What follows belongs to an exercise in optimizing a design on an open flow for small area, a short achievable clock period and few clock cycles per item; a production flow would make more cautious choices. For this run, only the layout was checked, not whether the RTL still works. Power figures rest on the tool's default switching activity, not on a simulated workload.

==> design.v <==
`default_nettype none
package brm_pkg;
   localparam int IN_W      = 16;
   localparam int PRODUCT_W = 32;
   localparam int MAG_W     = 31;
   localparam int CFG_W     = 5;
   localparam logic [CFG_W-1:0] CFG_RESET = 5'd16;
   localparam logic [CFG_W-1:0] MIN_WIDTH = 5'd2;
   localparam int ROUNDS_PER_STAGE = 2;
endpackage
`default_nettype wire
`default_nettype none
module booth_radix2_multiplier_core #(
   parameter int MAX_WIDTH = 16
) (
   input  logic                      clock,
   input  logic                      reset,
   input  logic                          req_valid,
   output logic                          req_ready,
   input  logic [brm_pkg::IN_W-1:0]      req_multiplicand_bits,
   input  logic [brm_pkg::IN_W-1:0]      req_multiplier_bits,
   output logic                          rsp_valid,
   input  logic                          rsp_ready,
   output logic [brm_pkg::PRODUCT_W-1:0] rsp_product_bits,
   output logic                          rsp_negative,
   output logic [brm_pkg::MAG_W-1:0]     rsp_magnitude,
   input  logic                      csr_write_enable,
   input  logic [brm_pkg::CFG_W-1:0] csr_write_data
);
   logic [15:0] wm, wtop;
   logic [31:0] pmask;
   logic [3:0] nm1_ff;
   always_ff @(posedge clock) begin
      if (reset) begin
         nm1_ff <= 4'd15;
      end else if (csr_write_enable) begin
         nm1_ff <= (csr_write_data < 5'd2) ? 4'd1 : (csr_write_data > 5'd16) ? 4'd15 : 4'(csr_write_data - 5'd1);
      end
   end
   always_comb begin
      for (int i = 0; i < 16; i++) begin
         wm[i] = (4'(i) <= nm1_ff);
      end
   end
   assign wtop = wm & ~(wm >> 1);
   always_comb begin
      for (int i = 0; i < 16; i++) begin
         pmask[2*i]   = wm[i];
         pmask[2*i+1] = wm[i];
      end
   end
   logic        en;
   logic        req_sa, req_sb;
   logic [15:0] ax;
   logic [7:0] one;
   logic [7:0] two;
   logic [7:0] neg;
   logic ng;
   logic [15:0] ax_c;
   logic [15:0] bx_c;
   logic [7:0] one_c;
   logic [7:0] two_c;
   logic [7:0] neg_c;
   logic ng_c;
   logic sx_c;
   logic bl_c;
   assign req_sa = |(req_multiplicand_bits & wtop);
   assign req_sb = |(req_multiplier_bits & wtop);
   assign req_ready = en;
   logic        op_v;
   logic [15:0] ax_q;
   logic [7:0] one_q;
   logic [7:0] two_q;
   logic [7:0] neg_q;
   logic ng_q;
   always_ff @(posedge clock) begin
      if (reset) begin
         op_v <= 1'b0;
      end else if (en) begin
         op_v <= req_valid;
      end
   end
   always_ff @(posedge clock) begin
      if (en) begin
         ax_q <= ax_c;
         one_q <= one_c;
         two_q <= two_c;
         neg_q <= neg_c;
         ng_q <= ng_c;
      end
   end
   assign ax = ax_q;
   assign one = one_q;
   assign two = two_q;
   assign neg = neg_q;
   assign ng = ng_q;
   always_comb begin
      for (int j = 0; j < 16; j++) begin
         ax_c[j] = wm[j] ? req_multiplicand_bits[j] : req_sa;
         bx_c[j] = wm[j] ? req_multiplier_bits[j] : req_sb;
      end
      sx_c = req_sa ^ req_sb;
      ng_c = sx_c & (|(req_multiplicand_bits & wm)) & (|(req_multiplier_bits & wm));
      for (int i = 0; i < 8; i++) begin
         bl_c = (i == 0) ? 1'b0 : bx_c[2*i-1];
         one_c[i] = bx_c[2*i] ^ bl_c;
         two_c[i] = (bx_c[2*i+1] & ~bx_c[2*i] & ~bl_c) | (~bx_c[2*i+1] & bx_c[2*i] & bl_c);
         neg_c[i] = bx_c[2*i+1] ^ sx_c;
      end
   end
   wire pp1 = (one[0] & ax[0]) ^ neg[0];
   wire pp2 = ((one[0] & ax[1]) | (two[0] & ax[0])) ^ neg[0];
   wire pp3 = ((one[0] & ax[2]) | (two[0] & ax[1])) ^ neg[0];
   wire pp4 = ((one[0] & ax[3]) | (two[0] & ax[2])) ^ neg[0];
   wire pp5 = ((one[0] & ax[4]) | (two[0] & ax[3])) ^ neg[0];
   wire pp6 = ((one[0] & ax[5]) | (two[0] & ax[4])) ^ neg[0];
   wire pp7 = ((one[0] & ax[6]) | (two[0] & ax[5])) ^ neg[0];
   wire pp8 = ((one[0] & ax[7]) | (two[0] & ax[6])) ^ neg[0];
   wire pp9 = ((one[0] & ax[8]) | (two[0] & ax[7])) ^ neg[0];
   wire pp10 = ((one[0] & ax[9]) | (two[0] & ax[8])) ^ neg[0];
   wire pp11 = ((one[0] & ax[10]) | (two[0] & ax[9])) ^ neg[0];
   wire pp12 = ((one[0] & ax[11]) | (two[0] & ax[10])) ^ neg[0];
   wire pp13 = ((one[0] & ax[12]) | (two[0] & ax[11])) ^ neg[0];
   wire pp14 = ((one[0] & ax[13]) | (two[0] & ax[12])) ^ neg[0];
   wire pp15 = ((one[0] & ax[14]) | (two[0] & ax[13])) ^ neg[0];
   wire pp16 = ((one[0] & ax[15]) | (two[0] & ax[14])) ^ neg[0];
   wire pp17 = ((one[0] & ax[15]) | (two[0] & ax[15])) ^ neg[0];
   wire ns18 = ~pp17;
   wire u19 = one[0] & ax[0];
   wire un20 = u19 | neg[0];
   wire nu21 = ~u19;
   wire nun22 = ~un20;
   wire pp23 = (one[1] & ax[0]) ^ neg[1];
   wire pp24 = ((one[1] & ax[1]) | (two[1] & ax[0])) ^ neg[1];
   wire pp25 = ((one[1] & ax[2]) | (two[1] & ax[1])) ^ neg[1];
   wire pp26 = ((one[1] & ax[3]) | (two[1] & ax[2])) ^ neg[1];
   wire pp27 = ((one[1] & ax[4]) | (two[1] & ax[3])) ^ neg[1];
   wire pp28 = ((one[1] & ax[5]) | (two[1] & ax[4])) ^ neg[1];
   wire pp29 = ((one[1] & ax[6]) | (two[1] & ax[5])) ^ neg[1];
   wire pp30 = ((one[1] & ax[7]) | (two[1] & ax[6])) ^ neg[1];
   wire pp31 = ((one[1] & ax[8]) | (two[1] & ax[7])) ^ neg[1];
   wire pp32 = ((one[1] & ax[9]) | (two[1] & ax[8])) ^ neg[1];
   wire pp33 = ((one[1] & ax[10]) | (two[1] & ax[9])) ^ neg[1];
   wire pp34 = ((one[1] & ax[11]) | (two[1] & ax[10])) ^ neg[1];
   wire pp35 = ((one[1] & ax[12]) | (two[1] & ax[11])) ^ neg[1];
   wire pp36 = ((one[1] & ax[13]) | (two[1] & ax[12])) ^ neg[1];
   wire pp37 = ((one[1] & ax[14]) | (two[1] & ax[13])) ^ neg[1];
   wire pp38 = ((one[1] & ax[15]) | (two[1] & ax[14])) ^ neg[1];
   wire pp39 = ((one[1] & ax[15]) | (two[1] & ax[15])) ^ neg[1];
   wire ns40 = ~pp39;
   wire u41 = one[1] & ax[0];
   wire un42 = u41 | neg[1];
   wire nu43 = ~u41;
   wire nun44 = ~un42;
   wire pp45 = (one[2] & ax[0]) ^ neg[2];
   wire pp46 = ((one[2] & ax[1]) | (two[2] & ax[0])) ^ neg[2];
   wire pp47 = ((one[2] & ax[2]) | (two[2] & ax[1])) ^ neg[2];
   wire pp48 = ((one[2] & ax[3]) | (two[2] & ax[2])) ^ neg[2];
   wire pp49 = ((one[2] & ax[4]) | (two[2] & ax[3])) ^ neg[2];
   wire pp50 = ((one[2] & ax[5]) | (two[2] & ax[4])) ^ neg[2];
   wire pp51 = ((one[2] & ax[6]) | (two[2] & ax[5])) ^ neg[2];
   wire pp52 = ((one[2] & ax[7]) | (two[2] & ax[6])) ^ neg[2];
   wire pp53 = ((one[2] & ax[8]) | (two[2] & ax[7])) ^ neg[2];
   wire pp54 = ((one[2] & ax[9]) | (two[2] & ax[8])) ^ neg[2];
   wire pp55 = ((one[2] & ax[10]) | (two[2] & ax[9])) ^ neg[2];
   wire pp56 = ((one[2] & ax[11]) | (two[2] & ax[10])) ^ neg[2];
   wire pp57 = ((one[2] & ax[12]) | (two[2] & ax[11])) ^ neg[2];
   wire pp58 = ((one[2] & ax[13]) | (two[2] & ax[12])) ^ neg[2];
   wire pp59 = ((one[2] & ax[14]) | (two[2] & ax[13])) ^ neg[2];
   wire pp60 = ((one[2] & ax[15]) | (two[2] & ax[14])) ^ neg[2];
   wire pp61 = ((one[2] & ax[15]) | (two[2] & ax[15])) ^ neg[2];
   wire ns62 = ~pp61;
   wire u63 = one[2] & ax[0];
   wire un64 = u63 | neg[2];
   wire nu65 = ~u63;
   wire nun66 = ~un64;
   wire pp67 = (one[3] & ax[0]) ^ neg[3];
   wire pp68 = ((one[3] & ax[1]) | (two[3] & ax[0])) ^ neg[3];
   wire pp69 = ((one[3] & ax[2]) | (two[3] & ax[1])) ^ neg[3];
   wire pp70 = ((one[3] & ax[3]) | (two[3] & ax[2])) ^ neg[3];
   wire pp71 = ((one[3] & ax[4]) | (two[3] & ax[3])) ^ neg[3];
   wire pp72 = ((one[3] & ax[5]) | (two[3] & ax[4])) ^ neg[3];
   wire pp73 = ((one[3] & ax[6]) | (two[3] & ax[5])) ^ neg[3];
   wire pp74 = ((one[3] & ax[7]) | (two[3] & ax[6])) ^ neg[3];
   wire pp75 = ((one[3] & ax[8]) | (two[3] & ax[7])) ^ neg[3];
   wire pp76 = ((one[3] & ax[9]) | (two[3] & ax[8])) ^ neg[3];
   wire pp77 = ((one[3] & ax[10]) | (two[3] & ax[9])) ^ neg[3];
   wire pp78 = ((one[3] & ax[11]) | (two[3] & ax[10])) ^ neg[3];
   wire pp79 = ((one[3] & ax[12]) | (two[3] & ax[11])) ^ neg[3];
   wire pp80 = ((one[3] & ax[13]) | (two[3] & ax[12])) ^ neg[3];
   wire pp81 = ((one[3] & ax[14]) | (two[3] & ax[13])) ^ neg[3];
   wire pp82 = ((one[3] & ax[15]) | (two[3] & ax[14])) ^ neg[3];
   wire pp83 = ((one[3] & ax[15]) | (two[3] & ax[15])) ^ neg[3];
   wire ns84 = ~pp83;
   wire u85 = one[3] & ax[0];
   wire un86 = u85 | neg[3];
   wire nu87 = ~u85;
   wire nun88 = ~un86;
   wire pp89 = (one[4] & ax[0]) ^ neg[4];
   wire pp90 = ((one[4] & ax[1]) | (two[4] & ax[0])) ^ neg[4];
   wire pp91 = ((one[4] & ax[2]) | (two[4] & ax[1])) ^ neg[4];
   wire pp92 = ((one[4] & ax[3]) | (two[4] & ax[2])) ^ neg[4];
   wire pp93 = ((one[4] & ax[4]) | (two[4] & ax[3])) ^ neg[4];
   wire pp94 = ((one[4] & ax[5]) | (two[4] & ax[4])) ^ neg[4];
   wire pp95 = ((one[4] & ax[6]) | (two[4] & ax[5])) ^ neg[4];
   wire pp96 = ((one[4] & ax[7]) | (two[4] & ax[6])) ^ neg[4];
   wire pp97 = ((one[4] & ax[8]) | (two[4] & ax[7])) ^ neg[4];
   wire pp98 = ((one[4] & ax[9]) | (two[4] & ax[8])) ^ neg[4];
   wire pp99 = ((one[4] & ax[10]) | (two[4] & ax[9])) ^ neg[4];
   wire pp100 = ((one[4] & ax[11]) | (two[4] & ax[10])) ^ neg[4];
   wire pp101 = ((one[4] & ax[12]) | (two[4] & ax[11])) ^ neg[4];
   wire pp102 = ((one[4] & ax[13]) | (two[4] & ax[12])) ^ neg[4];
   wire pp103 = ((one[4] & ax[14]) | (two[4] & ax[13])) ^ neg[4];
   wire pp104 = ((one[4] & ax[15]) | (two[4] & ax[14])) ^ neg[4];
   wire pp105 = ((one[4] & ax[15]) | (two[4] & ax[15])) ^ neg[4];
   wire ns106 = ~pp105;
   wire u107 = one[4] & ax[0];
   wire un108 = u107 | neg[4];
   wire nu109 = ~u107;
   wire nun110 = ~un108;
   wire pp111 = (one[5] & ax[0]) ^ neg[5];
   wire pp112 = ((one[5] & ax[1]) | (two[5] & ax[0])) ^ neg[5];
   wire pp113 = ((one[5] & ax[2]) | (two[5] & ax[1])) ^ neg[5];
   wire pp114 = ((one[5] & ax[3]) | (two[5] & ax[2])) ^ neg[5];
   wire pp115 = ((one[5] & ax[4]) | (two[5] & ax[3])) ^ neg[5];
   wire pp116 = ((one[5] & ax[5]) | (two[5] & ax[4])) ^ neg[5];
   wire pp117 = ((one[5] & ax[6]) | (two[5] & ax[5])) ^ neg[5];
   wire pp118 = ((one[5] & ax[7]) | (two[5] & ax[6])) ^ neg[5];
   wire pp119 = ((one[5] & ax[8]) | (two[5] & ax[7])) ^ neg[5];
   wire pp120 = ((one[5] & ax[9]) | (two[5] & ax[8])) ^ neg[5];
   wire pp121 = ((one[5] & ax[10]) | (two[5] & ax[9])) ^ neg[5];
   wire pp122 = ((one[5] & ax[11]) | (two[5] & ax[10])) ^ neg[5];
   wire pp123 = ((one[5] & ax[12]) | (two[5] & ax[11])) ^ neg[5];
   wire pp124 = ((one[5] & ax[13]) | (two[5] & ax[12])) ^ neg[5];
   wire pp125 = ((one[5] & ax[14]) | (two[5] & ax[13])) ^ neg[5];
   wire pp126 = ((one[5] & ax[15]) | (two[5] & ax[14])) ^ neg[5];
   wire pp127 = ((one[5] & ax[15]) | (two[5] & ax[15])) ^ neg[5];
   wire ns128 = ~pp127;
   wire u129 = one[5] & ax[0];
   wire un130 = u129 | neg[5];
   wire nu131 = ~u129;
   wire nun132 = ~un130;
   wire pp133 = (one[6] & ax[0]) ^ neg[6];
   wire pp134 = ((one[6] & ax[1]) | (two[6] & ax[0])) ^ neg[6];
   wire pp135 = ((one[6] & ax[2]) | (two[6] & ax[1])) ^ neg[6];
   wire pp136 = ((one[6] & ax[3]) | (two[6] & ax[2])) ^ neg[6];
   wire pp137 = ((one[6] & ax[4]) | (two[6] & ax[3])) ^ neg[6];
   wire pp138 = ((one[6] & ax[5]) | (two[6] & ax[4])) ^ neg[6];
   wire pp139 = ((one[6] & ax[6]) | (two[6] & ax[5])) ^ neg[6];
   wire pp140 = ((one[6] & ax[7]) | (two[6] & ax[6])) ^ neg[6];
   wire pp141 = ((one[6] & ax[8]) | (two[6] & ax[7])) ^ neg[6];
   wire pp142 = ((one[6] & ax[9]) | (two[6] & ax[8])) ^ neg[6];
   wire pp143 = ((one[6] & ax[10]) | (two[6] & ax[9])) ^ neg[6];
   wire pp144 = ((one[6] & ax[11]) | (two[6] & ax[10])) ^ neg[6];
   wire pp145 = ((one[6] & ax[12]) | (two[6] & ax[11])) ^ neg[6];
   wire pp146 = ((one[6] & ax[13]) | (two[6] & ax[12])) ^ neg[6];
   wire pp147 = ((one[6] & ax[14]) | (two[6] & ax[13])) ^ neg[6];
   wire pp148 = ((one[6] & ax[15]) | (two[6] & ax[14])) ^ neg[6];
   wire pp149 = ((one[6] & ax[15]) | (two[6] & ax[15])) ^ neg[6];
   wire ns150 = ~pp149;
   wire u151 = one[6] & ax[0];
   wire un152 = u151 | neg[6];
   wire nu153 = ~u151;
   wire nun154 = ~un152;
   wire pp155 = (one[7] & ax[0]) ^ neg[7];
   wire pp156 = ((one[7] & ax[1]) | (two[7] & ax[0])) ^ neg[7];
   wire pp157 = ((one[7] & ax[2]) | (two[7] & ax[1])) ^ neg[7];
   wire pp158 = ((one[7] & ax[3]) | (two[7] & ax[2])) ^ neg[7];
   wire pp159 = ((one[7] & ax[4]) | (two[7] & ax[3])) ^ neg[7];
   wire pp160 = ((one[7] & ax[5]) | (two[7] & ax[4])) ^ neg[7];
   wire pp161 = ((one[7] & ax[6]) | (two[7] & ax[5])) ^ neg[7];
   wire pp162 = ((one[7] & ax[7]) | (two[7] & ax[6])) ^ neg[7];
   wire pp163 = ((one[7] & ax[8]) | (two[7] & ax[7])) ^ neg[7];
   wire pp164 = ((one[7] & ax[9]) | (two[7] & ax[8])) ^ neg[7];
   wire pp165 = ((one[7] & ax[10]) | (two[7] & ax[9])) ^ neg[7];
   wire pp166 = ((one[7] & ax[11]) | (two[7] & ax[10])) ^ neg[7];
   wire pp167 = ((one[7] & ax[12]) | (two[7] & ax[11])) ^ neg[7];
   wire pp168 = ((one[7] & ax[13]) | (two[7] & ax[12])) ^ neg[7];
   wire pp169 = ((one[7] & ax[14]) | (two[7] & ax[13])) ^ neg[7];
   wire pp170 = ((one[7] & ax[15]) | (two[7] & ax[14])) ^ neg[7];
   wire pp171 = ((one[7] & ax[15]) | (two[7] & ax[15])) ^ neg[7];
   wire ns172 = ~pp171;
   wire u173 = one[7] & ax[0];
   wire un174 = u173 | neg[7];
   wire nu175 = ~u173;
   wire nun176 = ~un174;
   wire s177 = pp11 ^ pp31;
   wire c178 = pp11 & pp31;
   wire s179 = pp12 ^ pp32 ^ pp52;
   wire c180 = (pp12 & pp32) | (pp52 & (pp12 ^ pp32));
   wire s181 = pp13 ^ pp33 ^ pp53;
   wire c182 = (pp13 & pp33) | (pp53 & (pp13 ^ pp33));
   wire s183 = pp73 ^ pp93;
   wire c184 = pp73 & pp93;
   wire s185 = pp14 ^ pp34 ^ pp54;
   wire c186 = (pp14 & pp34) | (pp54 & (pp14 ^ pp34));
   wire s187 = pp74 ^ pp94 ^ pp114;
   wire c188 = (pp74 & pp94) | (pp114 & (pp74 ^ pp94));
   wire s189 = pp15 ^ pp35 ^ pp55;
   wire c190 = (pp15 & pp35) | (pp55 & (pp15 ^ pp35));
   wire s191 = pp75 ^ pp95 ^ pp115;
   wire c192 = (pp75 & pp95) | (pp115 & (pp75 ^ pp95));
   wire s193 = pp135 ^ un152;
   wire c194 = pp135 & un152;
   wire s195 = pp16 ^ pp36 ^ pp56;
   wire c196 = (pp16 & pp36) | (pp56 & (pp16 ^ pp36));
   wire s197 = pp76 ^ pp96 ^ pp116;
   wire c198 = (pp76 & pp96) | (pp116 & (pp76 ^ pp96));
   wire s199 = pp136 ^ pp156 ^ nun176;
   wire c200 = (pp136 & pp156) | (nun176 & (pp136 ^ pp156));
   wire s201 = ns18 ^ pp37 ^ pp57;
   wire c202 = (ns18 & pp37) | (pp57 & (ns18 ^ pp37));
   wire s203 = pp77 ^ pp97 ^ pp117;
   wire c204 = (pp77 & pp97) | (pp117 & (pp77 ^ pp97));
   wire s205 = pp137 ^ pp157 ^ un174;
   wire c206 = (pp137 & pp157) | (un174 & (pp137 ^ pp157));
   wire s207 = 1'b1 ^ pp38 ^ pp58;
   wire c208 = (1'b1 & pp38) | (pp58 & (1'b1 ^ pp38));
   wire s209 = pp78 ^ pp98 ^ pp118;
   wire c210 = (pp78 & pp98) | (pp118 & (pp78 ^ pp98));
   wire s211 = pp138 ^ pp158;
   wire c212 = pp138 & pp158;
   wire s213 = ns40 ^ pp59 ^ pp79;
   wire c214 = (ns40 & pp59) | (pp79 & (ns40 ^ pp59));
   wire s215 = pp99 ^ pp119 ^ pp139;
   wire c216 = (pp99 & pp119) | (pp139 & (pp99 ^ pp119));
   wire s217 = 1'b1 ^ pp60 ^ pp80;
   wire c218 = (1'b1 & pp60) | (pp80 & (1'b1 ^ pp60));
   wire s219 = pp100 ^ pp120;
   wire c220 = pp100 & pp120;
   wire s221 = ns62 ^ pp81 ^ pp101;
   wire c222 = (ns62 & pp81) | (pp101 & (ns62 ^ pp81));
   wire s223 = 1'b1 ^ pp82;
   wire c224 = 1'b1 & pp82;
   wire s225 = pp7 ^ pp27;
   wire c226 = pp7 & pp27;
   wire s227 = pp8 ^ pp28 ^ pp48;
   wire c228 = (pp8 & pp28) | (pp48 & (pp8 ^ pp28));
   wire s229 = pp9 ^ pp29 ^ pp49;
   wire c230 = (pp9 & pp29) | (pp49 & (pp9 ^ pp29));
   wire s231 = pp69 ^ un86;
   wire c232 = pp69 & un86;
   wire s233 = pp10 ^ pp30 ^ pp50;
   wire c234 = (pp10 & pp30) | (pp50 & (pp10 ^ pp30));
   wire s235 = pp70 ^ pp90 ^ nun110;
   wire c236 = (pp70 & pp90) | (nun110 & (pp70 ^ pp90));
   wire s237 = pp51 ^ pp71 ^ pp91;
   wire c238 = (pp51 & pp71) | (pp91 & (pp51 ^ pp71));
   wire s239 = un108 ^ nu131 ^ s177;
   wire c240 = (un108 & nu131) | (s177 & (un108 ^ nu131));
   wire s241 = pp72 ^ pp92 ^ pp112;
   wire c242 = (pp72 & pp92) | (pp112 & (pp72 ^ pp92));
   wire s243 = nun132 ^ c178 ^ s179;
   wire c244 = (nun132 & c178) | (s179 & (nun132 ^ c178));
   wire s245 = pp113 ^ un130 ^ nu153;
   wire c246 = (pp113 & un130) | (nu153 & (pp113 ^ un130));
   wire s247 = s183 ^ c180 ^ s181;
   wire c248 = (s183 & c180) | (s181 & (s183 ^ c180));
   wire s249 = pp134 ^ nun154 ^ c184;
   wire c250 = (pp134 & nun154) | (c184 & (pp134 ^ nun154));
   wire s251 = c182 ^ s185 ^ s187;
   wire c252 = (c182 & s185) | (s187 & (c182 ^ s185));
   wire s253 = nu175 ^ s193 ^ c186;
   wire c254 = (nu175 & s193) | (c186 & (nu175 ^ s193));
   wire s255 = c188 ^ s189 ^ s191;
   wire c256 = (c188 & s189) | (s191 & (c188 ^ s189));
   wire s257 = c194 ^ c190 ^ c192;
   wire c258 = (c194 & c190) | (c192 & (c194 ^ c190));
   wire s259 = s195 ^ s197 ^ s199;
   wire c260 = (s195 & s197) | (s199 & (s195 ^ s197));
   wire s261 = c196 ^ c198 ^ c200;
   wire c262 = (c196 & c198) | (c200 & (c196 ^ c198));
   wire s263 = s201 ^ s203 ^ s205;
   wire c264 = (s201 & s203) | (s205 & (s201 ^ s203));
   wire s265 = s211 ^ c202 ^ c204;
   wire c266 = (s211 & c202) | (c204 & (s211 ^ c202));
   wire s267 = c206 ^ s207 ^ s209;
   wire c268 = (c206 & s207) | (s209 & (c206 ^ s207));
   wire s269 = pp159 ^ c212 ^ c208;
   wire c270 = (pp159 & c212) | (c208 & (pp159 ^ c212));
   wire s271 = c210 ^ s213 ^ s215;
   wire c272 = (c210 & s213) | (s215 & (c210 ^ s213));
   wire s273 = pp140 ^ pp160 ^ s219;
   wire c274 = (pp140 & pp160) | (s219 & (pp140 ^ pp160));
   wire s275 = c214 ^ c216 ^ s217;
   wire c276 = (c214 & c216) | (s217 & (c214 ^ c216));
   wire s277 = pp121 ^ pp141 ^ pp161;
   wire c278 = (pp121 & pp141) | (pp161 & (pp121 ^ pp141));
   wire s279 = c220 ^ c218 ^ s221;
   wire c280 = (c220 & c218) | (s221 & (c220 ^ c218));
   wire s281 = pp102 ^ pp122 ^ pp142;
   wire c282 = (pp102 & pp122) | (pp142 & (pp102 ^ pp122));
   wire s283 = pp162 ^ s223 ^ c222;
   wire c284 = (pp162 & s223) | (c222 & (pp162 ^ s223));
   wire s285 = ns84 ^ pp103 ^ pp123;
   wire c286 = (ns84 & pp103) | (pp123 & (ns84 ^ pp103));
   wire s287 = pp143 ^ pp163 ^ c224;
   wire c288 = (pp143 & pp163) | (c224 & (pp143 ^ pp163));
   wire s289 = 1'b1 ^ pp104 ^ pp124;
   wire c290 = (1'b1 & pp104) | (pp124 & (1'b1 ^ pp104));
   wire s291 = pp144 ^ pp164;
   wire c292 = pp144 & pp164;
   wire s293 = ns106 ^ pp125 ^ pp145;
   wire c294 = (ns106 & pp125) | (pp145 & (ns106 ^ pp125));
   wire s295 = 1'b1 ^ pp126;
   wire c296 = 1'b1 & pp126;
   wire s297 = pp5 ^ pp25;
   wire c298 = pp5 & pp25;
   wire s299 = pp6 ^ pp26 ^ pp46;
   wire c300 = (pp6 & pp26) | (pp46 & (pp6 ^ pp26));
   wire s301 = pp47 ^ un64 ^ nu87;
   wire c302 = (pp47 & un64) | (nu87 & (pp47 ^ un64));
   wire s303 = pp68 ^ nun88 ^ c226;
   wire c304 = (pp68 & nun88) | (c226 & (pp68 ^ nun88));
   wire s305 = nu109 ^ s231 ^ c228;
   wire c306 = (nu109 & s231) | (c228 & (nu109 ^ s231));
   wire s307 = c232 ^ c230 ^ s233;
   wire c308 = (c232 & c230) | (s233 & (c232 ^ c230));
   wire s309 = c234 ^ c236 ^ s237;
   wire c310 = (c234 & c236) | (s237 & (c234 ^ c236));
   wire s311 = c238 ^ s241 ^ c240;
   wire c312 = (c238 & s241) | (c240 & (c238 ^ s241));
   wire s313 = c242 ^ s245 ^ c244;
   wire c314 = (c242 & s245) | (c244 & (c242 ^ s245));
   wire s315 = c246 ^ s249 ^ c248;
   wire c316 = (c246 & s249) | (c248 & (c246 ^ s249));
   wire s317 = c250 ^ s253 ^ c252;
   wire c318 = (c250 & s253) | (c252 & (c250 ^ s253));
   wire s319 = c254 ^ s257 ^ c256;
   wire c320 = (c254 & s257) | (c256 & (c254 ^ s257));
   wire s321 = c258 ^ s261 ^ c260;
   wire c322 = (c258 & s261) | (c260 & (c258 ^ s261));
   wire s323 = c262 ^ s265 ^ c264;
   wire c324 = (c262 & s265) | (c264 & (c262 ^ s265));
   wire s325 = c266 ^ s269 ^ c268;
   wire c326 = (c266 & s269) | (c268 & (c266 ^ s269));
   wire s327 = s273 ^ c270 ^ c272;
   wire c328 = (s273 & c270) | (c272 & (s273 ^ c270));
   wire s329 = s277 ^ c274 ^ c276;
   wire c330 = (s277 & c274) | (c276 & (s277 ^ c274));
   wire s331 = c278 ^ s281 ^ s283;
   wire c332 = (c278 & s281) | (s283 & (c278 ^ s281));
   wire s333 = c282 ^ s285 ^ s287;
   wire c334 = (c282 & s285) | (s287 & (c282 ^ s285));
   wire s335 = s291 ^ c286 ^ s289;
   wire c336 = (s291 & c286) | (s289 & (s291 ^ c286));
   wire s337 = pp165 ^ c292 ^ c290;
   wire c338 = (pp165 & c292) | (c290 & (pp165 ^ c292));
   wire s339 = pp146 ^ pp166 ^ s295;
   wire c340 = (pp146 & pp166) | (s295 & (pp146 ^ pp166));
   wire s341 = ns128 ^ pp147 ^ pp167;
   wire c342 = (ns128 & pp147) | (pp167 & (ns128 ^ pp147));
   wire s343 = 1'b1 ^ pp148;
   wire c344 = 1'b1 & pp148;
   wire s345 = pp3 ^ un20;
   wire c346 = pp3 & un20;
   wire s347 = pp4 ^ pp24 ^ nun44;
   wire c348 = (pp4 & pp24) | (nun44 & (pp4 ^ pp24));
   wire s349 = un42 ^ nu65 ^ s297;
   wire c350 = (un42 & nu65) | (s297 & (un42 ^ nu65));
   wire s351 = nun66 ^ c298 ^ s299;
   wire c352 = (nun66 & c298) | (s299 & (nun66 ^ c298));
   wire s353 = s225 ^ c300 ^ s301;
   wire c354 = (s225 & c300) | (s301 & (s225 ^ c300));
   wire s355 = c302 ^ s227 ^ s303;
   wire c356 = (c302 & s227) | (s303 & (c302 ^ s227));
   wire s357 = s229 ^ c304 ^ s305;
   wire c358 = (s229 & c304) | (s305 & (s229 ^ c304));
   wire s359 = s235 ^ c306 ^ s307;
   wire c360 = (s235 & c306) | (s307 & (s235 ^ c306));
   wire s361 = s239 ^ c308 ^ s309;
   wire c362 = (s239 & c308) | (s309 & (s239 ^ c308));
   wire s363 = c310 ^ s243 ^ s311;
   wire c364 = (c310 & s243) | (s311 & (c310 ^ s243));
   wire s365 = s247 ^ c312 ^ s313;
   wire c366 = (s247 & c312) | (s313 & (s247 ^ c312));
   wire s367 = s251 ^ c314 ^ s315;
   wire c368 = (s251 & c314) | (s315 & (s251 ^ c314));
   wire s369 = s255 ^ c316 ^ s317;
   wire c370 = (s255 & c316) | (s317 & (s255 ^ c316));
   wire s371 = s259 ^ c318 ^ s319;
   wire c372 = (s259 & c318) | (s319 & (s259 ^ c318));
   wire s373 = s263 ^ c320 ^ s321;
   wire c374 = (s263 & c320) | (s321 & (s263 ^ c320));
   wire s375 = s267 ^ c322 ^ s323;
   wire c376 = (s267 & c322) | (s323 & (s267 ^ c322));
   wire s377 = s271 ^ c324 ^ s325;
   wire c378 = (s271 & c324) | (s325 & (s271 ^ c324));
   wire s379 = s275 ^ c326 ^ s327;
   wire c380 = (s275 & c326) | (s327 & (s275 ^ c326));
   wire s381 = s279 ^ c328 ^ s329;
   wire c382 = (s279 & c328) | (s329 & (s279 ^ c328));
   wire s383 = c280 ^ c330 ^ s331;
   wire c384 = (c280 & c330) | (s331 & (c280 ^ c330));
   wire s385 = c284 ^ s333 ^ c332;
   wire c386 = (c284 & s333) | (c332 & (c284 ^ s333));
   wire s387 = c288 ^ s335 ^ c334;
   wire c388 = (c288 & s335) | (c334 & (c288 ^ s335));
   wire s389 = s293 ^ s337 ^ c336;
   wire c390 = (s293 & s337) | (c336 & (s293 ^ s337));
   wire s391 = c294 ^ s339 ^ c338;
   wire c392 = (c294 & s339) | (c338 & (c294 ^ s339));
   wire s393 = c296 ^ s341 ^ c340;
   wire c394 = (c296 & s341) | (c340 & (c296 ^ s341));
   wire s395 = pp168 ^ s343 ^ c342;
   wire c396 = (pp168 & s343) | (c342 & (pp168 ^ s343));
   wire s397 = ns150 ^ pp169 ^ c344;
   wire c398 = (ns150 & pp169) | (c344 & (ns150 ^ pp169));
   wire s399 = 1'b1 ^ pp170;
   wire c400 = 1'b1 & pp170;
   wire p401 = mid_1 ^ mid_2;
   wire g402 = mid_1 & mid_2;
   wire p403 = mid_3 ^ mid_4;
   wire g404 = mid_3 & mid_4;
   wire p405 = mid_5 ^ mid_6;
   wire g406 = mid_5 & mid_6;
   wire p407 = mid_7 ^ mid_8;
   wire g408 = mid_7 & mid_8;
   wire p409 = mid_9 ^ mid_10;
   wire g410 = mid_9 & mid_10;
   wire p411 = mid_11 ^ mid_12;
   wire g412 = mid_11 & mid_12;
   wire p413 = mid_13 ^ mid_14;
   wire g414 = mid_13 & mid_14;
   wire p415 = mid_15 ^ mid_16;
   wire g416 = mid_15 & mid_16;
   wire p417 = mid_17 ^ mid_18;
   wire g418 = mid_17 & mid_18;
   wire p419 = mid_19 ^ mid_20;
   wire g420 = mid_19 & mid_20;
   wire p421 = mid_21 ^ mid_22;
   wire g422 = mid_21 & mid_22;
   wire p423 = mid_23 ^ mid_24;
   wire g424 = mid_23 & mid_24;
   wire p425 = mid_25 ^ mid_26;
   wire g426 = mid_25 & mid_26;
   wire p427 = mid_27 ^ mid_28;
   wire g428 = mid_27 & mid_28;
   wire p429 = mid_29 ^ mid_30;
   wire g430 = mid_29 & mid_30;
   wire p431 = mid_31 ^ mid_32;
   wire g432 = mid_31 & mid_32;
   wire p433 = mid_33 ^ mid_34;
   wire g434 = mid_33 & mid_34;
   wire p435 = mid_35 ^ mid_36;
   wire g436 = mid_35 & mid_36;
   wire p437 = mid_37 ^ mid_38;
   wire g438 = mid_37 & mid_38;
   wire p439 = mid_39 ^ mid_40;
   wire g440 = mid_39 & mid_40;
   wire p441 = mid_41 ^ mid_42;
   wire g442 = mid_41 & mid_42;
   wire p443 = mid_43 ^ mid_44;
   wire g444 = mid_43 & mid_44;
   wire p445 = mid_45 ^ mid_46;
   wire g446 = mid_45 & mid_46;
   wire p447 = mid_47 ^ mid_48;
   wire g448 = mid_47 & mid_48;
   wire p449 = mid_49 ^ mid_50;
   wire g450 = mid_49 & mid_50;
   wire p451 = mid_51 ^ mid_52;
   wire g452 = mid_51 & mid_52;
   wire p453 = mid_53 ^ mid_54;
   wire g454 = mid_53 & mid_54;
   wire p455 = mid_55 ^ mid_56;
   wire g456 = mid_55 & mid_56;
   wire p457 = mid_57 ^ mid_58;
   wire g458 = mid_57 & mid_58;
   wire p459 = mid_59 ^ mid_60;
   wire g460 = mid_59 & mid_60;
   wire T461 = p401 & mid_0;
   wire G462 = g404 | (p403 & g402);
   wire T463 = p403 & p401;
   wire G464 = g406 | (p405 & g404);
   wire T465 = p405 & p403;
   wire G466 = g408 | (p407 & g406);
   wire T467 = p407 & p405;
   wire G468 = g410 | (p409 & g408);
   wire T469 = p409 & p407;
   wire G470 = g412 | (p411 & g410);
   wire T471 = p411 & p409;
   wire G472 = g414 | (p413 & g412);
   wire T473 = p413 & p411;
   wire G474 = g416 | (p415 & g414);
   wire T475 = p415 & p413;
   wire G476 = g418 | (p417 & g416);
   wire T477 = p417 & p415;
   wire G478 = g420 | (p419 & g418);
   wire T479 = p419 & p417;
   wire G480 = g422 | (p421 & g420);
   wire T481 = p421 & p419;
   wire G482 = g424 | (p423 & g422);
   wire T483 = p423 & p421;
   wire G484 = g426 | (p425 & g424);
   wire T485 = p425 & p423;
   wire G486 = g428 | (p427 & g426);
   wire T487 = p427 & p425;
   wire G488 = g430 | (p429 & g428);
   wire T489 = p429 & p427;
   wire G490 = g432 | (p431 & g430);
   wire T491 = p431 & p429;
   wire G492 = g434 | (p433 & g432);
   wire T493 = p433 & p431;
   wire G494 = g436 | (p435 & g434);
   wire T495 = p435 & p433;
   wire G496 = g438 | (p437 & g436);
   wire T497 = p437 & p435;
   wire G498 = g440 | (p439 & g438);
   wire T499 = p439 & p437;
   wire G500 = g442 | (p441 & g440);
   wire T501 = p441 & p439;
   wire G502 = g444 | (p443 & g442);
   wire T503 = p443 & p441;
   wire G504 = g446 | (p445 & g444);
   wire T505 = p445 & p443;
   wire G506 = g448 | (p447 & g446);
   wire T507 = p447 & p445;
   wire G508 = g450 | (p449 & g448);
   wire T509 = p449 & p447;
   wire G510 = g452 | (p451 & g450);
   wire T511 = p451 & p449;
   wire G512 = g454 | (p453 & g452);
   wire T513 = p453 & p451;
   wire G514 = g456 | (p455 & g454);
   wire T515 = p455 & p453;
   wire G516 = g458 | (p457 & g456);
   wire T517 = p457 & p455;
   wire G518 = g460 | (p459 & g458);
   wire T519 = p459 & p457;
   wire G520 = 1'b1 & g460;
   wire T521 = 1'b1 & p459;
   wire T522 = T463 & mid_0;
   wire G523 = G464 | (T465 & g402);
   wire T524 = T465 & T461;
   wire G525 = G466 | (T467 & G462);
   wire T526 = T467 & T463;
   wire G527 = G468 | (T469 & G464);
   wire T528 = T469 & T465;
   wire G529 = G470 | (T471 & G466);
   wire T530 = T471 & T467;
   wire G531 = G472 | (T473 & G468);
   wire T532 = T473 & T469;
   wire G533 = G474 | (T475 & G470);
   wire T534 = T475 & T471;
   wire G535 = G476 | (T477 & G472);
   wire T536 = T477 & T473;
   wire G537 = G478 | (T479 & G474);
   wire T538 = T479 & T475;
   wire G539 = G480 | (T481 & G476);
   wire T540 = T481 & T477;
   wire G541 = G482 | (T483 & G478);
   wire T542 = T483 & T479;
   wire G543 = G484 | (T485 & G480);
   wire T544 = T485 & T481;
   wire G545 = G486 | (T487 & G482);
   wire T546 = T487 & T483;
   wire G547 = G488 | (T489 & G484);
   wire T548 = T489 & T485;
   wire G549 = G490 | (T491 & G486);
   wire T550 = T491 & T487;
   wire G551 = G492 | (T493 & G488);
   wire T552 = T493 & T489;
   wire G553 = G494 | (T495 & G490);
   wire T554 = T495 & T491;
   wire G555 = G496 | (T497 & G492);
   wire T556 = T497 & T493;
   wire G557 = G498 | (T499 & G494);
   wire T558 = T499 & T495;
   wire G559 = G500 | (T501 & G496);
   wire T560 = T501 & T497;
   wire G561 = G502 | (T503 & G498);
   wire T562 = T503 & T499;
   wire G563 = G504 | (T505 & G500);
   wire T564 = T505 & T501;
   wire G565 = G506 | (T507 & G502);
   wire T566 = T507 & T503;
   wire G567 = G508 | (T509 & G504);
   wire T568 = T509 & T505;
   wire G569 = G510 | (T511 & G506);
   wire T570 = T511 & T507;
   wire G571 = G512 | (T513 & G508);
   wire T572 = T513 & T509;
   wire G573 = G514 | (T515 & G510);
   wire T574 = T515 & T511;
   wire G575 = G516 | (T517 & G512);
   wire T576 = T517 & T513;
   wire G577 = G518 | (T519 & G514);
   wire T578 = T519 & T515;
   wire G579 = G520 | (T521 & G516);
   wire T580 = T521 & T517;
   wire T581 = T526 & mid_0;
   wire G582 = G527 | (T528 & g402);
   wire T583 = T528 & T461;
   wire G584 = G529 | (T530 & G462);
   wire T585 = T530 & T522;
   wire G586 = G531 | (T532 & G523);
   wire T587 = T532 & T524;
   wire G588 = G533 | (T534 & G525);
   wire T589 = T534 & T526;
   wire G590 = G535 | (T536 & G527);
   wire T591 = T536 & T528;
   wire G592 = G537 | (T538 & G529);
   wire T593 = T538 & T530;
   wire G594 = G539 | (T540 & G531);
   wire T595 = T540 & T532;
   wire G596 = G541 | (T542 & G533);
   wire T597 = T542 & T534;
   wire G598 = G543 | (T544 & G535);
   wire T599 = T544 & T536;
   wire G600 = G545 | (T546 & G537);
   wire T601 = T546 & T538;
   wire G602 = G547 | (T548 & G539);
   wire T603 = T548 & T540;
   wire G604 = G549 | (T550 & G541);
   wire T605 = T550 & T542;
   wire G606 = G551 | (T552 & G543);
   wire T607 = T552 & T544;
   wire G608 = G553 | (T554 & G545);
   wire T609 = T554 & T546;
   wire G610 = G555 | (T556 & G547);
   wire T611 = T556 & T548;
   wire G612 = G557 | (T558 & G549);
   wire T613 = T558 & T550;
   wire G614 = G559 | (T560 & G551);
   wire T615 = T560 & T552;
   wire G616 = G561 | (T562 & G553);
   wire T617 = T562 & T554;
   wire G618 = G563 | (T564 & G555);
   wire T619 = T564 & T556;
   wire G620 = G565 | (T566 & G557);
   wire T621 = T566 & T558;
   wire G622 = G567 | (T568 & G559);
   wire T623 = T568 & T560;
   wire G624 = G569 | (T570 & G561);
   wire T625 = T570 & T562;
   wire G626 = G571 | (T572 & G563);
   wire T627 = T572 & T564;
   wire G628 = G573 | (T574 & G565);
   wire T629 = T574 & T566;
   wire G630 = G575 | (T576 & G567);
   wire T631 = T576 & T568;
   wire G632 = G577 | (T578 & G569);
   wire T633 = T578 & T570;
   wire G634 = G579 | (T580 & G571);
   wire T635 = T580 & T572;
   wire T636 = T589 & mid_0;
   wire G637 = G590 | (T591 & g402);
   wire T638 = T591 & T461;
   wire G639 = G592 | (T593 & G462);
   wire T640 = T593 & T522;
   wire G641 = G594 | (T595 & G523);
   wire T642 = T595 & T524;
   wire G643 = G596 | (T597 & G525);
   wire T644 = T597 & T581;
   wire G645 = G598 | (T599 & G582);
   wire T646 = T599 & T583;
   wire G647 = G600 | (T601 & G584);
   wire T648 = T601 & T585;
   wire G649 = G602 | (T603 & G586);
   wire T650 = T603 & T587;
   wire G651 = G604 | (T605 & G588);
   wire T652 = T605 & T589;
   wire G653 = G606 | (T607 & G590);
   wire T654 = T607 & T591;
   wire G655 = G608 | (T609 & G592);
   wire T656 = T609 & T593;
   wire G657 = G610 | (T611 & G594);
   wire T658 = T611 & T595;
   wire G659 = G612 | (T613 & G596);
   wire T660 = T613 & T597;
   wire G661 = G614 | (T615 & G598);
   wire T662 = T615 & T599;
   wire G663 = G616 | (T617 & G600);
   wire T664 = T617 & T601;
   wire G665 = G618 | (T619 & G602);
   wire T666 = T619 & T603;
   wire G667 = G620 | (T621 & G604);
   wire T668 = T621 & T605;
   wire G669 = G622 | (T623 & G606);
   wire T670 = T623 & T607;
   wire G671 = G624 | (T625 & G608);
   wire T672 = T625 & T609;
   wire G673 = G626 | (T627 & G610);
   wire T674 = T627 & T611;
   wire G675 = G628 | (T629 & G612);
   wire T676 = T629 & T613;
   wire G677 = G630 | (T631 & G614);
   wire T678 = T631 & T615;
   wire G679 = G632 | (T633 & G616);
   wire T680 = T633 & T617;
   wire G681 = G634 | (T635 & G618);
   wire T682 = T635 & T619;
   wire T683 = T652 & mid_0;
   wire G684 = G653 | (T654 & g402);
   wire T685 = T654 & T461;
   wire G686 = G655 | (T656 & G462);
   wire T687 = T656 & T522;
   wire G688 = G657 | (T658 & G523);
   wire T689 = T658 & T524;
   wire G690 = G659 | (T660 & G525);
   wire T691 = T660 & T581;
   wire G692 = G661 | (T662 & G582);
   wire T693 = T662 & T583;
   wire G694 = G663 | (T664 & G584);
   wire T695 = T664 & T585;
   wire G696 = G665 | (T666 & G586);
   wire T697 = T666 & T587;
   wire G698 = G667 | (T668 & G588);
   wire T699 = T668 & T636;
   wire G700 = G669 | (T670 & G637);
   wire T701 = T670 & T638;
   wire G702 = G671 | (T672 & G639);
   wire T703 = T672 & T640;
   wire G704 = G673 | (T674 & G641);
   wire T705 = T674 & T642;
   wire G706 = G675 | (T676 & G643);
   wire T707 = T676 & T644;
   wire G708 = G677 | (T678 & G645);
   wire T709 = T678 & T646;
   wire G710 = G679 | (T680 & G647);
   wire T711 = T680 & T648;
   wire G712 = G681 | (T682 & G649);
   wire T713 = T682 & T650;
   logic mid_v;
   logic mid_0;
   logic mid_1;
   logic mid_2;
   logic mid_3;
   logic mid_4;
   logic mid_5;
   logic mid_6;
   logic mid_7;
   logic mid_8;
   logic mid_9;
   logic mid_10;
   logic mid_11;
   logic mid_12;
   logic mid_13;
   logic mid_14;
   logic mid_15;
   logic mid_16;
   logic mid_17;
   logic mid_18;
   logic mid_19;
   logic mid_20;
   logic mid_21;
   logic mid_22;
   logic mid_23;
   logic mid_24;
   logic mid_25;
   logic mid_26;
   logic mid_27;
   logic mid_28;
   logic mid_29;
   logic mid_30;
   logic mid_31;
   logic mid_32;
   logic mid_33;
   logic mid_34;
   logic mid_35;
   logic mid_36;
   logic mid_37;
   logic mid_38;
   logic mid_39;
   logic mid_40;
   logic mid_41;
   logic mid_42;
   logic mid_43;
   logic mid_44;
   logic mid_45;
   logic mid_46;
   logic mid_47;
   logic mid_48;
   logic mid_49;
   logic mid_50;
   logic mid_51;
   logic mid_52;
   logic mid_53;
   logic mid_54;
   logic mid_55;
   logic mid_56;
   logic mid_57;
   logic mid_58;
   logic mid_59;
   logic mid_60;
   logic mid_61;
   always_ff @(posedge clock) begin
      if (reset) begin
         mid_v <= 1'b0;
      end else if (en) begin
         mid_v <= op_v;
      end
   end
   always_ff @(posedge clock) begin
      if (en) begin
         mid_0 <= nu21;
         mid_1 <= pp2;
         mid_2 <= nun22;
         mid_3 <= s345;
         mid_4 <= nu43;
         mid_5 <= s347;
         mid_6 <= c346;
         mid_7 <= s349;
         mid_8 <= c348;
         mid_9 <= s351;
         mid_10 <= c350;
         mid_11 <= s353;
         mid_12 <= c352;
         mid_13 <= s355;
         mid_14 <= c354;
         mid_15 <= s357;
         mid_16 <= c356;
         mid_17 <= s359;
         mid_18 <= c358;
         mid_19 <= s361;
         mid_20 <= c360;
         mid_21 <= s363;
         mid_22 <= c362;
         mid_23 <= s365;
         mid_24 <= c364;
         mid_25 <= s367;
         mid_26 <= c366;
         mid_27 <= s369;
         mid_28 <= c368;
         mid_29 <= s371;
         mid_30 <= c370;
         mid_31 <= s373;
         mid_32 <= c372;
         mid_33 <= s375;
         mid_34 <= c374;
         mid_35 <= s377;
         mid_36 <= c376;
         mid_37 <= s379;
         mid_38 <= c378;
         mid_39 <= s381;
         mid_40 <= c380;
         mid_41 <= s383;
         mid_42 <= c382;
         mid_43 <= s385;
         mid_44 <= c384;
         mid_45 <= s387;
         mid_46 <= c386;
         mid_47 <= s389;
         mid_48 <= c388;
         mid_49 <= s391;
         mid_50 <= c390;
         mid_51 <= s393;
         mid_52 <= c392;
         mid_53 <= s395;
         mid_54 <= c394;
         mid_55 <= s397;
         mid_56 <= c396;
         mid_57 <= s399;
         mid_58 <= c398;
         mid_59 <= ns172;
         mid_60 <= c400;
         mid_61 <= ng;
      end
   end
   logic [31:0] prod_w;
   logic [30:0] mag_w;
   assign prod_w = {(mid_61 ? ~(1'b1 ^ G710) : (1'b1 ^ (G710 | T711))), (mid_61 ? ~(p459 ^ G708) : (p459 ^ (G708 | T709))), (mid_61 ? ~(p457 ^ G706) : (p457 ^ (G706 | T707))), (mid_61 ? ~(p455 ^ G704) : (p455 ^ (G704 | T705))), (mid_61 ? ~(p453 ^ G702) : (p453 ^ (G702 | T703))), (mid_61 ? ~(p451 ^ G700) : (p451 ^ (G700 | T701))), (mid_61 ? ~(p449 ^ G698) : (p449 ^ (G698 | T699))), (mid_61 ? ~(p447 ^ G696) : (p447 ^ (G696 | T697))), (mid_61 ? ~(p445 ^ G694) : (p445 ^ (G694 | T695))), (mid_61 ? ~(p443 ^ G692) : (p443 ^ (G692 | T693))), (mid_61 ? ~(p441 ^ G690) : (p441 ^ (G690 | T691))), (mid_61 ? ~(p439 ^ G688) : (p439 ^ (G688 | T689))), (mid_61 ? ~(p437 ^ G686) : (p437 ^ (G686 | T687))), (mid_61 ? ~(p435 ^ G684) : (p435 ^ (G684 | T685))), (mid_61 ? ~(p433 ^ G651) : (p433 ^ (G651 | T683))), (mid_61 ? ~(p431 ^ G649) : (p431 ^ (G649 | T650))), (mid_61 ? ~(p429 ^ G647) : (p429 ^ (G647 | T648))), (mid_61 ? ~(p427 ^ G645) : (p427 ^ (G645 | T646))), (mid_61 ? ~(p425 ^ G643) : (p425 ^ (G643 | T644))), (mid_61 ? ~(p423 ^ G641) : (p423 ^ (G641 | T642))), (mid_61 ? ~(p421 ^ G639) : (p421 ^ (G639 | T640))), (mid_61 ? ~(p419 ^ G637) : (p419 ^ (G637 | T638))), (mid_61 ? ~(p417 ^ G588) : (p417 ^ (G588 | T636))), (mid_61 ? ~(p415 ^ G586) : (p415 ^ (G586 | T587))), (mid_61 ? ~(p413 ^ G584) : (p413 ^ (G584 | T585))), (mid_61 ? ~(p411 ^ G582) : (p411 ^ (G582 | T583))), (mid_61 ? ~(p409 ^ G525) : (p409 ^ (G525 | T581))), (mid_61 ? ~(p407 ^ G523) : (p407 ^ (G523 | T524))), (mid_61 ? ~(p405 ^ G462) : (p405 ^ (G462 | T522))), (mid_61 ? ~(p403 ^ g402) : (p403 ^ (g402 | T461))), (mid_61 ? ~(p401 ^ 1'b0) : (p401 ^ (1'b0 | mid_0))), (mid_61 ? ~mid_0 : ~mid_0)} & pmask;
   assign mag_w  = {(p459 ^ (G708 | T709)), (p457 ^ (G706 | T707)), (p455 ^ (G704 | T705)), (p453 ^ (G702 | T703)), (p451 ^ (G700 | T701)), (p449 ^ (G698 | T699)), (p447 ^ (G696 | T697)), (p445 ^ (G694 | T695)), (p443 ^ (G692 | T693)), (p441 ^ (G690 | T691)), (p439 ^ (G688 | T689)), (p437 ^ (G686 | T687)), (p435 ^ (G684 | T685)), (p433 ^ (G651 | T683)), (p431 ^ (G649 | T650)), (p429 ^ (G647 | T648)), (p427 ^ (G645 | T646)), (p425 ^ (G643 | T644)), (p423 ^ (G641 | T642)), (p421 ^ (G639 | T640)), (p419 ^ (G637 | T638)), (p417 ^ (G588 | T636)), (p415 ^ (G586 | T587)), (p413 ^ (G584 | T585)), (p411 ^ (G582 | T583)), (p409 ^ (G525 | T581)), (p407 ^ (G523 | T524)), (p405 ^ (G462 | T522)), (p403 ^ (g402 | T461)), (p401 ^ (1'b0 | mid_0)), ~mid_0};
   logic        out_v;
   logic [31:0] prod_ff;
   logic [29:1] mag_ff;
   logic        neg_ff;
   assign en = rsp_ready;
   always_ff @(posedge clock) begin
      if (reset) begin
         out_v <= 1'b0;
      end else if (en) begin
         out_v <= mid_v;
      end
   end
   always_ff @(posedge clock) begin
      if (en) begin
         prod_ff <= prod_w;
         mag_ff  <= mag_w[29:1];
         neg_ff  <= mid_61;
      end
   end
   assign rsp_valid        = out_v;
   assign rsp_product_bits = prod_ff;
   assign rsp_magnitude    = {prod_ff[30] & ~neg_ff, mag_ff, prod_ff[0]};
   assign rsp_negative     = neg_ff;
endmodule
`default_nettype wire
==> config.mk <==
export PLATFORM = sky130hd
export DESIGN_NAME = booth_radix2_multiplier_core
export DESIGN_NICKNAME = booth_radix2_multiplier_core
export VERILOG_FILES = /design/flow/design.v
export SDC_FILE = /design/flow/constraint.sdc
export NUM_CORES = 4
export LEC_CHECK = 0
export ABC_CLOCK_PERIOD_IN_PS = 3100
export CAP_MARGIN = 20
export CORE_MARGIN = 2
export CORE_UTILIZATION = 40
export CTS_BUF_LIST = sky130_fd_sc_hd__clkbuf_8
export PLACE_DENSITY = 0.6
export SETUP_SLACK_MARGIN = 4.1
export SLEW_MARGIN = 20
export TNS_END_PERCENT = 30
==> constraint.sdc <==
create_clock -name core_clock -period 7.2 [get_ports {clock}]
set_input_delay 1.4400 -clock core_clock [delete_from_list [all_inputs] [get_ports {clock}]]
set_output_delay 1.4400 -clock core_clock [all_outputs]
set_load 0.01 [all_outputs]
==> flow/run.sh <==
#!/bin/bash
# Layout flow: the standard ORFS flow (standard.sh) with two changes:
#  1. synthesis: the same script, except that Yosys's "synth -run fine:" step
#     gets -noabc, so the quick ABC pass there does not re-encode the adder
#     trees before extract_fa (it leaves fewer inverters around the fa/ha
#     cells); flops, hierarchy flattening and renaming are as in synth_recipe.tcl.
#  2. port buffers are sky130_fd_sc_hd__buf_2 instead of the delay cell that
#     buffer_ports picks by default.
# Each tool's output goes to the ORFS logs under orfs/logs; make's own output
# goes to flow_make.log here.
set -euo pipefail
here=$(pwd)
sed 's|^proc synth {args} { yosys synth -nofsm -noshare {\*}\$args }|proc synth {args} { if {[lsearch -exact $args fine:] >= 0} { lappend args -noabc }; yosys synth -nofsm -noshare {*}$args }|' synth_recipe.tcl > flow_synth.tcl
grep -q -- '-noabc' flow_synth.tcl
sed -e "s|SYNTH_SCRIPT=[^ ]*|SYNTH_SCRIPT=$here/flow_synth.tcl|" \
    -e 's|"\${@:-finish}"|BUFFER_PORTS_ARGS="-buffer_cell sky130_fd_sc_hd__buf_2" "${@:-finish}"|' standard.sh > flow_standard_mod.sh
grep -q flow_synth.tcl flow_standard_mod.sh
bash flow_standard_mod.sh > flow_make.log 2>&1
==> standard.sh <==
#!/bin/bash
# synth_recipe.tcl (not shown) runs the flow's synth.tcl, then flattens the netlist and writes it again
# the make line also repeats each setting of config.mk as NAME=value (left out here)
make -C /OpenROAD-flow-scripts/flow DESIGN_CONFIG=/design/flow/config.mk WORK_HOME=/design/flow/orfs CLKGATE_MAP_FILE= SYNTH_SCRIPT=/design/flow/synth_recipe.tcl "${@:-finish}"
==> run_summary.xml <==
<?xml version="1.0" encoding="UTF-8"?>
<metrics>
  <group name="global_route">
    <metric name="grt_first_pass_wirelength" unit="um">63200</metric>
    <metric name="grt_remaining_overflow" unit="">0</metric>
    <metric name="grt_util_all_layers" unit="%">22.4</metric>
    <metric name="grt_pass1_vias" unit="">11100</metric>
    <metric name="antenna_found_initial" unit="">0</metric>
    <metric name="grt_start_max_net_pins" unit="">86</metric>
  </group>
  <group name="synthesis">
    <metric name="yosys-top-cells-area" unit="">sky130_fd_sc_hd__edfxtp_1, sky130_fd_sc_hd__fa_1, sky130_fd_sc_hd__xnor2_1</metric>
    <metric name="synth_fp_nets" unit="">1571</metric>
    <metric name="synth-seq-cells" unit="">172</metric>
    <metric name="netlist.top_cell.by_area" unit="">sky130_fd_sc_hd__edfxtp_1</metric>
    <metric name="post_synth_instance_area" unit="um2">14200</metric>
    <metric name="synth_warnings" unit="">1</metric>
    <metric name="post_synth_num_cell_types" unit="">74</metric>
    <metric name="synth-edff-count" unit="">165</metric>
    <metric name="synth_area_per_cell" unit="um2">10.3</metric>
    <metric name="post_synth_inst_count" unit="">1387</metric>
    <metric name="ys_async_sr_fraction" unit="%">0</metric>
    <metric name="synth-main-ff-cell" unit="">sky130_fd_sc_hd__edfxtp_1</metric>
    <metric name="area_share_of_the_largest_cell_type_after_synthesis" unit="%">34.8</metric>
    <metric name="post_synthesis_sequential_area_ratio" unit="%">35.8</metric>
  </group>
  <group name="power">
    <metric name="ir_worst_vdd" unit="mV">0.272</metric>
    <metric name="power_density" unit="nW/um2">508</metric>
    <metric name="power.total" unit="uW">8520</metric>
    <metric name="p_leak" unit="uW">0.00649</metric>
  </group>
  <group name="worst_setup_path">
    <metric name="crit_path_end_kind" unit="">output pin</metric>
    <metric name="critical_path.max_stage_delay" unit="ns">0.15</metric>
    <metric name="start_kind" unit="">primary input</metric>
    <metric name="path_buf_inv" unit="">2</metric>
    <metric name="cp_slowest_cell" unit="">sky130_fd_sc_hd__buf_16</metric>
    <metric name="critical_path_class" unit="">in2out</metric>
    <metric name="crit_fanout" unit="">22</metric>
    <metric name="critical_path.top_delay_family" unit="">buffers and inverters</metric>
    <metric name="critical_path.cell_chain" unit="">buf_16, buf_6</metric>
    <metric name="critPathArrivalTime" unit="ns">1.72</metric>
    <metric name="cp_data_required_time" unit="ns">5.76</metric>
  </group>
  <group name="sta">
    <metric name="tightest_slew" unit="ns">1.13</metric>
    <metric name="post-route-period-util" unit="%">43.9</metric>
    <metric name="max_freq" unit="MHz">317</metric>
    <metric name="finalHoldViolations" unit="">0</metric>
    <metric name="fin_skew" unit="ns">0.0195</metric>
    <metric name="rsz0062_at_grt" unit="">yes</metric>
    <metric name="final.setup.tns" unit="ns">0</metric>
    <metric name="period_needed" unit="ns">3.16</metric>
    <metric name="setup-violations-final" unit="">0</metric>
    <metric name="hold-worst-slack" unit="ns">0.473</metric>
    <metric name="max-slew-margin-rel" unit="%">24.2</metric>
    <metric name="drv_slew" unit="">0</metric>
  </group>
  <group name="finish">
    <metric name="num-fill-cells" unit="">3305</metric>
    <metric name="postLayoutCoreUtil" unit="%">47.5</metric>
    <metric name="flow.area_growth_from_synthesis" unit="%">17.8</metric>
    <metric name="n_antenna_cell" unit="">0</metric>
    <metric name="share_of_post_route_cells_with_drive_strength_above_1" unit="%">21.8</metric>
    <metric name="layout.cells.most_common" unit="">sky130_fd_sc_hd__edfxtp_1</metric>
    <metric name="nNetsFinal" unit="">1692</metric>
    <metric name="mostFrequentLayoutCells" unit="">sky130_fd_sc_hd__edfxtp_1, sky130_fd_sc_hd__xnor2_1, sky130_fd_sc_hd__a22oi_1, sky130_fd_sc_hd__buf_2, sky130_fd_sc_hd__buf_4</metric>
  </group>
  <group name="clocking">
    <metric name="cts_buffers" unit="">17</metric>
    <metric name="cts_tree" unit="">yes</metric>
    <metric name="clock_sinks" unit="">172</metric>
    <metric name="clock_insertion_delay_at_the_later_pin_of_the_skew_report" unit="ns">0.52</metric>
    <metric name="clk_pin_slew" unit="ns">0.11</metric>
    <metric name="clockBufferDepth" unit="">2</metric>
    <metric name="cts-hold-fix-buffers" unit="">0</metric>
    <metric name="cts_root_buffer" unit="">sky130_fd_sc_hd__clkbuf_8</metric>
    <metric name="clock_tree.htree_level_count" unit="">4</metric>
  </group>
  <group name="floorplan">
    <metric name="dieHeight" unit="um">193</metric>
    <metric name="design.portCount" unit="">108</metric>
    <metric name="die_area" unit="um2">37100</metric>
    <metric name="placeableCoreArea" unit="um2">35300</metric>
    <metric name="rows" unit="">69</metric>
    <metric name="die_w" unit="um">193</metric>
    <metric name="initial_utilization" unit="%">40.3</metric>
  </group>
  <group name="route">
    <metric name="detail-route-antenna-nets" unit="">0</metric>
    <metric name="drt-vias-per-instance" unit="">5.72</metric>
    <metric name="route.detailed.wl_per_inst" unit="um">20.4</metric>
    <metric name="detail_route.drc_violations" unit="">0</metric>
    <metric name="drtPass1Iterations" unit="">7</metric>
    <metric name="routed_wirelength" unit="um">40400</metric>
    <metric name="overall_via_count_from_detail_route" unit="">11300</metric>
    <metric name="initialDrtViolationCount" unit="">1036</metric>
  </group>
  <group name="placed_design">
    <metric name="globalplace.congestion" unit="">0.893</metric>
    <metric name="port-buffer-count" unit="">107</metric>
    <metric name="hpwl" unit="um">28300</metric>
  </group>
  <group name="flow_run">
    <metric name="drv.max_cap_violation_count" unit="">0</metric>
  </group>
  <group name="run_status">
    <metric name="result_of_the_run" unit="">finished clean</metric>
  </group>
  <group name="hold_path">
    <metric name="min_path_type" unit="">reg2reg</metric>
  </group>
</metrics>
==> synth_stat cells, types with 5 or more instances <==
| cell | count |
|---|---|
| sky130_fd_sc_hd__a21o_1 | 7 |
| sky130_fd_sc_hd__nor3_1 | 12 |
| sky130_fd_sc_hd__xnor2_1 | 142 |
| sky130_fd_sc_hd__o21ai_0 | 79 |
| sky130_fd_sc_hd__nand2_1 | 77 |
| sky130_fd_sc_hd__mux2_2 | 8 |
| sky130_fd_sc_hd__nor2_1 | 90 |
| sky130_fd_sc_hd__a211oi_1 | 8 |
| sky130_fd_sc_hd__nand4_1 | 12 |
| sky130_fd_sc_hd__a22oi_1 | 121 |
| sky130_fd_sc_hd__clkbuf_1 | 102 |
| sky130_fd_sc_hd__fa_1 | 97 |
| sky130_fd_sc_hd__a221oi_1 | 7 |
| sky130_fd_sc_hd__mux2i_1 | 20 |
| sky130_fd_sc_hd__xor2_1 | 53 |
| sky130_fd_sc_hd__dfxtp_1 | 7 |
| sky130_fd_sc_hd__inv_1 | 71 |
| sky130_fd_sc_hd__ha_1 | 45 |
| sky130_fd_sc_hd__nand2b_1 | 7 |
| sky130_fd_sc_hd__nand3_1 | 21 |
| sky130_fd_sc_hd__a21oi_1 | 68 |
| sky130_fd_sc_hd__o211ai_1 | 10 |
| sky130_fd_sc_hd__o22ai_1 | 5 |
| sky130_fd_sc_hd__and3_1 | 10 |
| sky130_fd_sc_hd__or3_1 | 10 |
| sky130_fd_sc_hd__edfxtp_1 | 165 |
| sky130_fd_sc_hd__and2_1 | 9 |
| sky130_fd_sc_hd__nand3b_1 | 6 |
| sky130_fd_sc_hd__or2_2 | 5 |
| sky130_fd_sc_hd__a31oi_1 | 10 |
| sky130_fd_sc_hd__buf_2 | 14 |
| sky130_fd_sc_hd__o21a_1 | 14 |
==> report_power, final <==
| group | internal (uW) | switching, uW | total [uW] |
|---|---|---|---|
| registers | 1950 | 119 | 2070 |
| clock network | 279 | 405 | 684 |
| logic | 2430 | 3330 | 5760 |
| total | 4660 | 3860 | 8520 |
==> final cells by class <==
class | instances | area (um2) | share of cell area, %
multi-input cells | 1015 | 8580 | 51.2
clock inverters | 15 | 141 | 0.844
clock buffers | 17 | 234 | 1.40
inverters | 72 | 270 | 1.61
flip-flops and latches | 172 | 5100 | 30.4
well taps | 461 | 577 | 3.44
repair buffers | 230 | 1860 | 11.1
==> flip-flops by register name, summed over array words and instances, names as in the netlist, 4 cells and up <==
register and count:
nm1_ff 4, ax_q 16, mag_ff 29, neg_q 8, two_q 8, prod_ff 32, one_q 8
==> through the flow <==
stage,instance area (um2),setup slack [ns],instances
2_1_floorplan,14200,3.86,1387
3_3_place_gp,14900,3.48,1835
3_5_place_dp,14900,3.46,1835
4_1_cts,16600,4.02,1979
5_1_grt,16800,3.96,1982
6_report,16800,4.04,1982
==> timing repair <==
item | in CTS | in global routing
gates resized for setup | 32 | 44
gates cloned | 2 | 0
setup buffers | 110 | 3
endpoints found under the setup margin | 49 | 64
pin swaps | 11 | 7
==> path summary, 6_finish.rpt <==
| check | startpoint | end | slack, ns | cells past startpoint |
|---|---|---|---|---|
| worst min register to register | ng_q | mid_61 | 0.47 | 0 |
| worst max register to register | ax_q[11] | mid_23 | 4.07 | 9 |
| worst min-delay path | ng_q | mid_61 | 0.47 | 0 |
| worst max-delay path | rsp_ready | req_ready | 4.04 | 2 |
==> per-layer routing <==
layer,up-vias,global-route usage [%],wire (um)
met5,-,0,0
met4,0,7.22,1020
met3,73,5.18,3320
met2,531,34.9,18200
met1,5549,30.8,17800
li1,5187,-,-
==> logic make-up after synthesis <==
| logic type | Yosys count | synth area share [%] |
|---|---|---|
| and+or+nand+nor | 273 | 9.00 |
| DFF | 172 | 35.8 |
| xor gates and xnor gates | 195 | 12.0 |
| AOI/OAI and AO/OA | 374 | 17.6 |
| muxes | 30 | 2.36 |
| adders and majority gates | 143 | 17.7 |
| buffers and inverters | 200 | 5.57 |

what the ideal ports hide:
No port has a modelled driver above. Below, the same layout with a new extraction and two added sets of constraints. Step 1 (the two cells are an assumption about what drives the block):
set clk [get_ports {clock}]
set_driving_cell -lib_cell sky130_fd_sc_hd__clkbuf_16 $clk
set_driving_cell -lib_cell sky130_fd_sc_hd__buf_2 [delete_from_list [all_inputs] $clk]
Step 2, shift: input delay + t, output delay - t, t = (earliest + latest rising clock arrival at the registers) / 2. This alone moves slack from input paths to output paths. Slacks: ideal ports / drivers / drivers and shift; pairs: ideal ports / drivers.
t, ns: 0.554
setup slack, ns: 4.041 / 3.846 / 3.582
hold slack, ns: 0.473 / 0.473 / 0.473
After both steps setup and hold are still met in this run. For this run, drivers alone change the setup slack by -0.195 ns; drivers and shift together by -0.459 ns.
